Source: an optimization exercise on an open RTL-to-GDS flow (aim: small area). Production flows keep margins and buffers that such runs may drop.
Only simulation tests tie the RTL to the original design; equivalence was not proved.

==> inputs of trial 81 <==
==> flow/design.v <==
package alb_pkg;
    localparam int SAMPLE_W   = 10;     
    localparam int LEVEL_W    = 5;      
    localparam int CFG_W      = 4;      
    localparam int CFG_IDX_W  = 2;
    localparam int WINDOW_LEN = 10;
    localparam int SUM_W      = 14;     
endpackage
module alb_window (
    input  logic                          aclk,
    input  logic                          aresetn,
    input  logic                          upd,       
    input  logic [alb_pkg::SAMPLE_W-1:0]  in_sample,
    output logic [alb_pkg::SUM_W-1:0]     sum_m10
);
    localparam int N = alb_pkg::WINDOW_LEN;
    localparam int W = alb_pkg::SUM_W;
    logic [alb_pkg::SAMPLE_W-1:0] ent [N];    
    logic [3:0]                   cnt;        
    logic                         first;
    logic [W-1:0]                 op_b, op_c, csa_s, csa_c, sum_next;
    assign first = (cnt == 4'd0);
    assign op_b = first ? {3'b000, in_sample, 1'b0} : {4'b0000, in_sample};
    assign op_c = first ? {1'b0, in_sample, 3'b000} : ~{4'b0000, ent[N-1]};
    always_comb begin
        logic c;
        csa_s    = sum_m10 ^ op_b ^ op_c;
        csa_c    = {(sum_m10[W-2:0] & op_b[W-2:0]) | (sum_m10[W-2:0] & op_c[W-2:0]) | (op_b[W-2:0] & op_c[W-2:0]), !first};
        c        = 1'b0;
        for (int i = 0; i < W; i++) begin
            sum_next[i] = csa_s[i] ^ csa_c[i] ^ c;
            c           = (csa_s[i] & csa_c[i]) | (csa_s[i] & c) | (csa_c[i] & c);
        end
    end
    always_ff @(posedge aclk) begin
        if (upd) begin
            ent[0] <= in_sample;
            for (int i = 1; i < N - 1; i++) begin
                ent[i] <= ent[i-1];
            end
        end
        if (upd && (first || cnt == 4'(N))) begin
            ent[N-1] <= first ? in_sample : ent[N-2];
        end
    end
    always_ff @(posedge aclk) begin
        if (!aresetn) begin
            cnt     <= '0;
            sum_m10 <= 14'h3ff6;    
        end else if (upd) begin
            if (cnt != 4'(N)) begin
                cnt <= cnt + 4'd1;
            end
            sum_m10 <= sum_next;
        end
    end
endmodule
module alb_scale (
    input  logic                       aclk,
    input  logic                       aresetn,
    input  logic                       in_valid,
    output logic                       in_ready,
    input  logic [alb_pkg::SUM_W-1:0]  sum_m10,
    output logic                       out_valid,
    input  logic                       out_ready,
    input  logic [alb_pkg::CFG_W-1:0]  min_level,
    input  logic [alb_pkg::CFG_W-1:0]  max_level,
    output logic [alb_pkg::CFG_W-1:0]  target
);
    function automatic [4:0] div10_step(input [4:0] v);
        case (v)
            5'd10:   div10_step = {1'b1, 4'd0};
            5'd11:   div10_step = {1'b1, 4'd1};
            5'd12:   div10_step = {1'b1, 4'd2};
            5'd13:   div10_step = {1'b1, 4'd3};
            5'd14:   div10_step = {1'b1, 4'd4};
            5'd15:   div10_step = {1'b1, 4'd5};
            5'd16:   div10_step = {1'b1, 4'd6};
            5'd17:   div10_step = {1'b1, 4'd7};
            5'd18:   div10_step = {1'b1, 4'd8};
            5'd19:   div10_step = {1'b1, 4'd9};
            default: div10_step = {1'b0, v[3:0]};
        endcase
    endfunction
    function automatic [13:0] add14(input [13:0] a, input [13:0] b, input cin);
        logic c;
        c = cin;
        for (int i = 0; i < 14; i++) begin
            add14[i] = a[i] ^ b[i] ^ c;
            c        = (a[i] & b[i]) | (a[i] & c) | (b[i] & c);
        end
    endfunction
    logic        va_reg, vp_reg, ra, rp;
    logic [9:0]  a, a_reg;
    logic [3:0]  d;
    logic        crossed;
    logic [13:0] p;
    logic [3:0]  p_hi_reg, p_lo_reg;
    logic        p_ones_reg;
    logic [3:0]  quot;
    assign rp       = !vp_reg || out_ready;
    assign ra       = !va_reg || rp;
    assign in_ready = ra;
    always_comb begin
        logic [3:0] r;
        logic [4:0] o;
        r = sum_m10[13:10];
        for (int i = 9; i >= 0; i--) begin
            o    = div10_step({r, sum_m10[i]});
            a[i] = o[4];
            r    = o[3:0];
        end
    end
    always_comb begin
        logic b;
        b = 1'b0;
        for (int i = 0; i < 4; i++) begin
            d[i] = max_level[i] ^ min_level[i] ^ b;
            b    = (!max_level[i] & min_level[i]) | (!(max_level[i] ^ min_level[i]) & b);
        end
        crossed = b;
    end
    always_comb begin
        logic [13:0] acc;
        acc = d[0] ? 14'(a_reg) << 1 : 14'(a_reg);
        acc = add14(acc, d[1] ? 14'(a_reg) << 1 : 14'd0, 1'b0);
        acc = add14(acc, d[2] ? 14'(a_reg) << 2 : 14'd0, 1'b0);
        acc = add14(acc, d[3] ? 14'(a_reg) << 3 : 14'd0, 1'b0);
        p   = acc;
    end
    always_comb begin
        logic cc;
        cc = 1'b1;
        for (int i = 0; i < 4; i++) begin
            cc = (p_lo_reg[i] & p_hi_reg[i]) | (p_lo_reg[i] & cc) | (p_hi_reg[i] & cc);
        end
        cc = cc & p_ones_reg;
        for (int i = 0; i < 4; i++) begin
            quot[i] = p_hi_reg[i] ^ cc;
            cc      = cc & p_hi_reg[i];
        end
    end
    always_comb begin
        logic b;
        b = 1'b0;
        for (int i = 0; i < 4; i++) begin
            target[i] = max_level[i] ^ quot[i] ^ b;
            b         = (!max_level[i] & quot[i]) | (!(max_level[i] ^ quot[i]) & b);
        end
    end
    always_ff @(posedge aclk) begin
        if (!aresetn) begin
            va_reg <= 1'b0;
            vp_reg <= 1'b0;
        end else begin
            if (ra) begin
                va_reg <= in_valid;
            end
            if (rp) begin
                vp_reg <= va_reg;
            end
        end
    end
    always_ff @(posedge aclk) begin
        if (in_valid && ra) begin
            a_reg <= crossed ? 10'h3ff : a;
        end
        if (va_reg && rp) begin
            p_hi_reg   <= p[13:10];
            p_lo_reg   <= p[3:0];
            p_ones_reg <= &p[9:4];
        end
    end
    assign out_valid = vp_reg;
endmodule
module alb_level (
    input  logic [alb_pkg::CFG_W-1:0]  target,
    input  logic [alb_pkg::CFG_W-1:0]  level,
    output logic [alb_pkg::CFG_W-1:0]  level_next,
    output logic                       moved
);
    logic below;    
    always_comb begin
        logic b;
        b = 1'b0;
        for (int i = 0; i < 4; i++) begin
            b = (!target[i] & level[i]) | (!(target[i] ^ level[i]) & b);
        end
        below = b;
        moved = (target != level);
    end
    always_comb begin
        logic c;
        c = 1'b0;
        for (int i = 0; i < 4; i++) begin
            level_next[i] = level[i] ^ (i == 0 ? moved : below) ^ c;
            c             = (level[i] & (i == 0 ? moved : below)) | (level[i] & c) | ((i == 0 ? moved : below) & c);
        end
    end
endmodule
module ambient_light_brightness_tracker (
    input  logic                  aclk,
    input  logic                  aresetn,
    input  logic                  cfg_wr_en,
    input  logic [alb_pkg::CFG_IDX_W-1:0]  cfg_index,
    input  logic [alb_pkg::CFG_W-1:0]      cfg_wdata,
    input  logic                  s_valid,
    output logic                  s_ready,
    input  logic [alb_pkg::SAMPLE_W-1:0]   s_light_sample,
    output logic                  m_valid,
    input  logic                  m_ready,
    output logic signed [alb_pkg::LEVEL_W-1:0] m_level,
    output logic                  m_level_written,
    output logic signed [alb_pkg::LEVEL_W-1:0] m_target_level
);
    logic                        auto_enable;
    logic [alb_pkg::CFG_W-1:0]   manual_level, min_level, max_level;
    logic                        v1, r1, r2, upd;
    logic [alb_pkg::SUM_W-1:0]   sum_m10;
    logic [alb_pkg::CFG_W-1:0]   target, level_reg, level_next;
    logic                        moved;
    always_ff @(posedge aclk) begin
        if (!aresetn) begin
            auto_enable  <= 1'b1;
            manual_level <= 4'd8;
            min_level    <= 4'd0;
            max_level    <= 4'd15;
        end else if (cfg_wr_en) begin
            case (cfg_index)
                2'd0: auto_enable  <= cfg_wdata[0];
                2'd1: manual_level <= cfg_wdata;
                2'd2: min_level    <= cfg_wdata;
                2'd3: max_level    <= cfg_wdata;
                default: ;
            endcase
        end
    end
    assign r1      = !v1 || r2;
    assign s_ready = r1;
    assign upd     = s_valid && r1 && auto_enable;
    alb_window u_window (
        .aclk      (aclk),
        .aresetn   (aresetn),
        .upd       (upd),
        .in_sample (s_light_sample),
        .sum_m10   (sum_m10)
    );
    alb_scale u_scale (
        .aclk      (aclk),
        .aresetn   (aresetn),
        .in_valid  (v1),
        .in_ready  (r2),
        .sum_m10   (sum_m10),
        .out_valid (m_valid),
        .out_ready (m_ready),
        .min_level (min_level),
        .max_level (max_level),
        .target    (target)
    );
    alb_level u_level (
        .target     (target),
        .level      (level_reg),
        .level_next (level_next),
        .moved      (moved)
    );
    always_ff @(posedge aclk) begin
        if (!aresetn) begin
            v1        <= 1'b0;
            level_reg <= '0;
        end else begin
            if (r1) begin
                v1 <= s_valid;
            end
            if (m_valid && m_ready && auto_enable) begin
                level_reg <= level_next;
            end
        end
    end
    assign m_level         = auto_enable ? {1'b0, level_next} : {1'b0, manual_level};
    assign m_level_written = auto_enable ? moved : 1'b1;
    assign m_target_level  = auto_enable ? {1'b0, target} : 5'd0;
endmodule
==> flow/flow/run.sh <==
#!/bin/bash
# Standard layout, with three changes: ABC maps for area only (flow/abc_area.script
# replaces ORFS's abc_area.script in a copy of the ORFS scripts), the port
# buffers are the smallest buffer, and clock tree synthesis adds no dummy loads.
# Every tool's output goes to a log here.
set -euo pipefail
rm -rf scr
cp -r "$FLOW_HOME/scripts" scr
cp flow/abc_area.script scr/abc_area.script
bash standard.sh SCRIPTS_DIR="$PWD/scr" BUFFER_PORTS_ARGS="-buffer_cell sky130_fd_sc_hd__buf_1" \
    CTS_ARGS="-sink_clustering_enable -repair_clock_nets -buf_list sky130_fd_sc_hd__clkbuf_8 -dont_use_dummy_load" \
    > make_finish.log 2>&1
==> flow/flow/abc_area.script <==
strash
dch
map -a -B 0.9
strash
dch
map -a -B 0.9
topo
==> flow/standard.sh <==
#!/bin/bash
# synth_recipe.tcl (not shown) runs the flow's synth.tcl, then flattens the netlist and writes it again
# the make line also repeats each setting of config.mk as NAME=value (left out here)
make -C /OpenROAD-flow-scripts/flow DESIGN_CONFIG=/design/flow/config.mk WORK_HOME=/design/flow/orfs CLKGATE_MAP_FILE= SYNTH_SCRIPT=/design/flow/synth_recipe.tcl "${@:-finish}"
==> flow/config.mk <==
export PLATFORM = sky130hd
export DESIGN_NAME = ambient_light_brightness_tracker
export DESIGN_NICKNAME = ambient_light_brightness_tracker
export VERILOG_FILES = /design/flow/design.v
export SDC_FILE = /design/flow/constraint.sdc
export NUM_CORES = 4
export LEC_CHECK = 0
export ABC_AREA = 1
export CAP_MARGIN = 20
export CORE_MARGIN = 2
export CORE_UTILIZATION = 40
export CTS_BUF_LIST = sky130_fd_sc_hd__clkbuf_8
export PLACE_DENSITY = 0.6
export SLEW_MARGIN = 20
==> flow/constraint.sdc <==
create_clock -name core_clock -period 7.0 [get_ports {aclk}]
set_input_delay 1.4000 -clock core_clock [delete_from_list [all_inputs] [get_ports {aclk}]]
set_output_delay 1.4000 -clock core_clock [all_outputs]
set_load 0.01 [all_outputs]
==> inputs of trial 8, as changes to trial 81 <==
--- a/flow/design.v
+++ b/flow/design.v
@@ -94,2 +94,3 @@
     logic [9:0]  a, a_reg;
+    logic        zero_reg;
     logic [3:0]  d;
@@ -165,8 +166,9 @@
         if (in_valid && ra) begin
-            a_reg <= crossed ? 10'h3ff : a;
+            a_reg    <= a;
+            zero_reg <= sum_m10[13] & sum_m10[12];
         end
         if (va_reg && rp) begin
-            p_hi_reg   <= p[13:10];
-            p_lo_reg   <= p[3:0];
-            p_ones_reg <= &p[9:4];
+            p_hi_reg   <= crossed ? d : (zero_reg ? 4'd0 : p[13:10]);
+            p_lo_reg   <= crossed ? 4'hf : p[3:0];
+            p_ones_reg <= crossed || (!zero_reg && (&p[9:4]));
         end
==> flow/run.sh (new file) <==
#!/bin/bash
# synth_recipe.tcl (not shown) runs the flow's synth.tcl, then flattens the netlist and writes it again
# the make line also repeats each setting of config.mk as NAME=value (left out here)
make -C /OpenROAD-flow-scripts/flow DESIGN_CONFIG=/design/flow/config.mk WORK_HOME=/design/flow/orfs CLKGATE_MAP_FILE= SYNTH_SCRIPT=/design/flow/synth_recipe.tcl finish
removed: flow/flow/run.sh
removed: flow/flow/abc_area.script
removed: flow/standard.sh
==> inputs of build 10, as changes to trial 81 <==
--- a/flow/design.v
+++ b/flow/design.v
@@ -92,3 +92,3 @@
     endfunction
-    logic        va_reg, vp_reg, ra, rp;
+    logic        va_reg, vp_reg, adv;
     logic [9:0]  a, a_reg;
@@ -99,6 +99,5 @@
     logic        p_ones_reg;
-    logic [3:0]  quot;
-    assign rp       = !vp_reg || out_ready;
-    assign ra       = !va_reg || rp;
-    assign in_ready = ra;
+    logic        c;
+    assign adv      = !vp_reg || out_ready;
+    assign in_ready = adv;
     always_comb begin
@@ -136,14 +135,10 @@
         end
-        cc = cc & p_ones_reg;
-        for (int i = 0; i < 4; i++) begin
-            quot[i] = p_hi_reg[i] ^ cc;
-            cc      = cc & p_hi_reg[i];
-        end
-    end
-    always_comb begin
-        logic b;
-        b = 1'b0;
-        for (int i = 0; i < 4; i++) begin
-            target[i] = max_level[i] ^ quot[i] ^ b;
-            b         = (!max_level[i] & quot[i]) | (!(max_level[i] ^ quot[i]) & b);
+        c = cc & p_ones_reg;
+    end
+    always_comb begin
+        logic cc;
+        cc = !c;
+        for (int i = 0; i < 4; i++) begin
+            target[i] = max_level[i] ^ !p_hi_reg[i] ^ cc;
+            cc        = (max_level[i] & !p_hi_reg[i]) | (max_level[i] & cc) | (!p_hi_reg[i] & cc);
         end
@@ -155,6 +150,4 @@
         end else begin
-            if (ra) begin
+            if (adv) begin
                 va_reg <= in_valid;
-            end
-            if (rp) begin
                 vp_reg <= va_reg;
@@ -164,6 +157,6 @@
     always_ff @(posedge aclk) begin
-        if (in_valid && ra) begin
+        if (adv) begin
             a_reg <= crossed ? 10'h3ff : a;
         end
-        if (va_reg && rp) begin
+        if (adv) begin
             p_hi_reg   <= p[13:10];
@@ -237,3 +230,3 @@
     end
-    assign r1      = !v1 || r2;
+    assign r1      = r2;
     assign s_ready = r1;
--- a/flow/flow/run.sh
+++ b/flow/flow/run.sh
@@ -9,3 +9,3 @@
 cp flow/abc_area.script scr/abc_area.script
-bash standard.sh SCRIPTS_DIR="$PWD/scr" BUFFER_PORTS_ARGS="-buffer_cell sky130_fd_sc_hd__buf_1" \
+bash standard.sh SCRIPTS_DIR="$PWD/scr" BUFFER_PORTS_ARGS="-buffer_cell sky130_fd_sc_hd__buf_1" RECOVER_POWER=100 \
     CTS_ARGS="-sink_clustering_enable -repair_clock_nets -buf_list sky130_fd_sc_hd__clkbuf_8 -dont_use_dummy_load" \
==> summary.txt <==
- Status: finished clean
- Clock Sinks: 157
- Post-CTS setup buffers: 0
- Synth Register Bits: ~160
- Fmax: 148 MHz
- Met3 wire length: 497 um
- Post_cts resized: 7
- Stages on worst setup path: 24
- Yosys top cell area share: 0.460
- Headroom to the max-slew limit: 0.417
Source of the figures above: trial 81

==> summary.txt <==
- Synth Register Bits: 158
- Kind of critical path: register to register
- Multi-Input Combinational: a little under 500
- Fmax: 148 MHz
- Stages on worst setup path: 22
- Post_cts resized: 15
- Met3 wire length: 464 um
- Post-CTS setup buffers: 0
- Clock Sinks: around 160
- Status: finished clean
- Headroom to the max-slew limit: 0.302
Source of the figures above: trial 8

==> summary.txt <==
- Status: finished with violations
- Layout Check Fails: capacitance limit, slew limit
- Clock Sinks: 157
- Stages on worst setup path: 22
- Fmax: 146 MHz
- Max Cap Viol: 1
- Synth Register Bits: 157
- Headroom to the max-slew limit: -0.826
- Max-slew violations: 59
- Yosys top cell area share: 0.463
- Met3 wire length: approximately 430 um
Source of the figures above: build 10

separate check: timing with driven ports:
Ports are ideal in the flow. The routed layouts listed here were re-timed in OpenROAD. Step 1 sets driving cells, clkbuf_16 on the clock port and buf_2 on the other inputs (assumed; they add their load-dependent delay and slew). Step 2 adds t to the input delays and takes it off the output delays; t is the mean of the earliest and latest rising clock arrival at the registers after step 1. Input paths then give back, and output paths get back, about the clock's delay inside the block. a / b / c = ideal / step 1 / step 2; a / b = the first two.
run	shift t [ns]	setup WS [ns]	worst setup path after step 2	latest minus earliest clock arrival (ns)	slew at the worst register clock pin (ns)
trial 81	0.474	0.231 / 0.231 / -0.219	input to register	0.047 / 0.047	0.10 / 0.10
trial 8	0.495	0.237 / 0.237 / -0.245	input to register	0.018 / 0.018	0.10 / 0.10
build 10	0.476	0.172 / 0.172 / -0.194	input to register	0.044 / 0.044	0.10 / 0.10
The setup slack of trial 8, which loses most, moves by 0.000 ns with the drivers and by -0.482 ns with both steps.
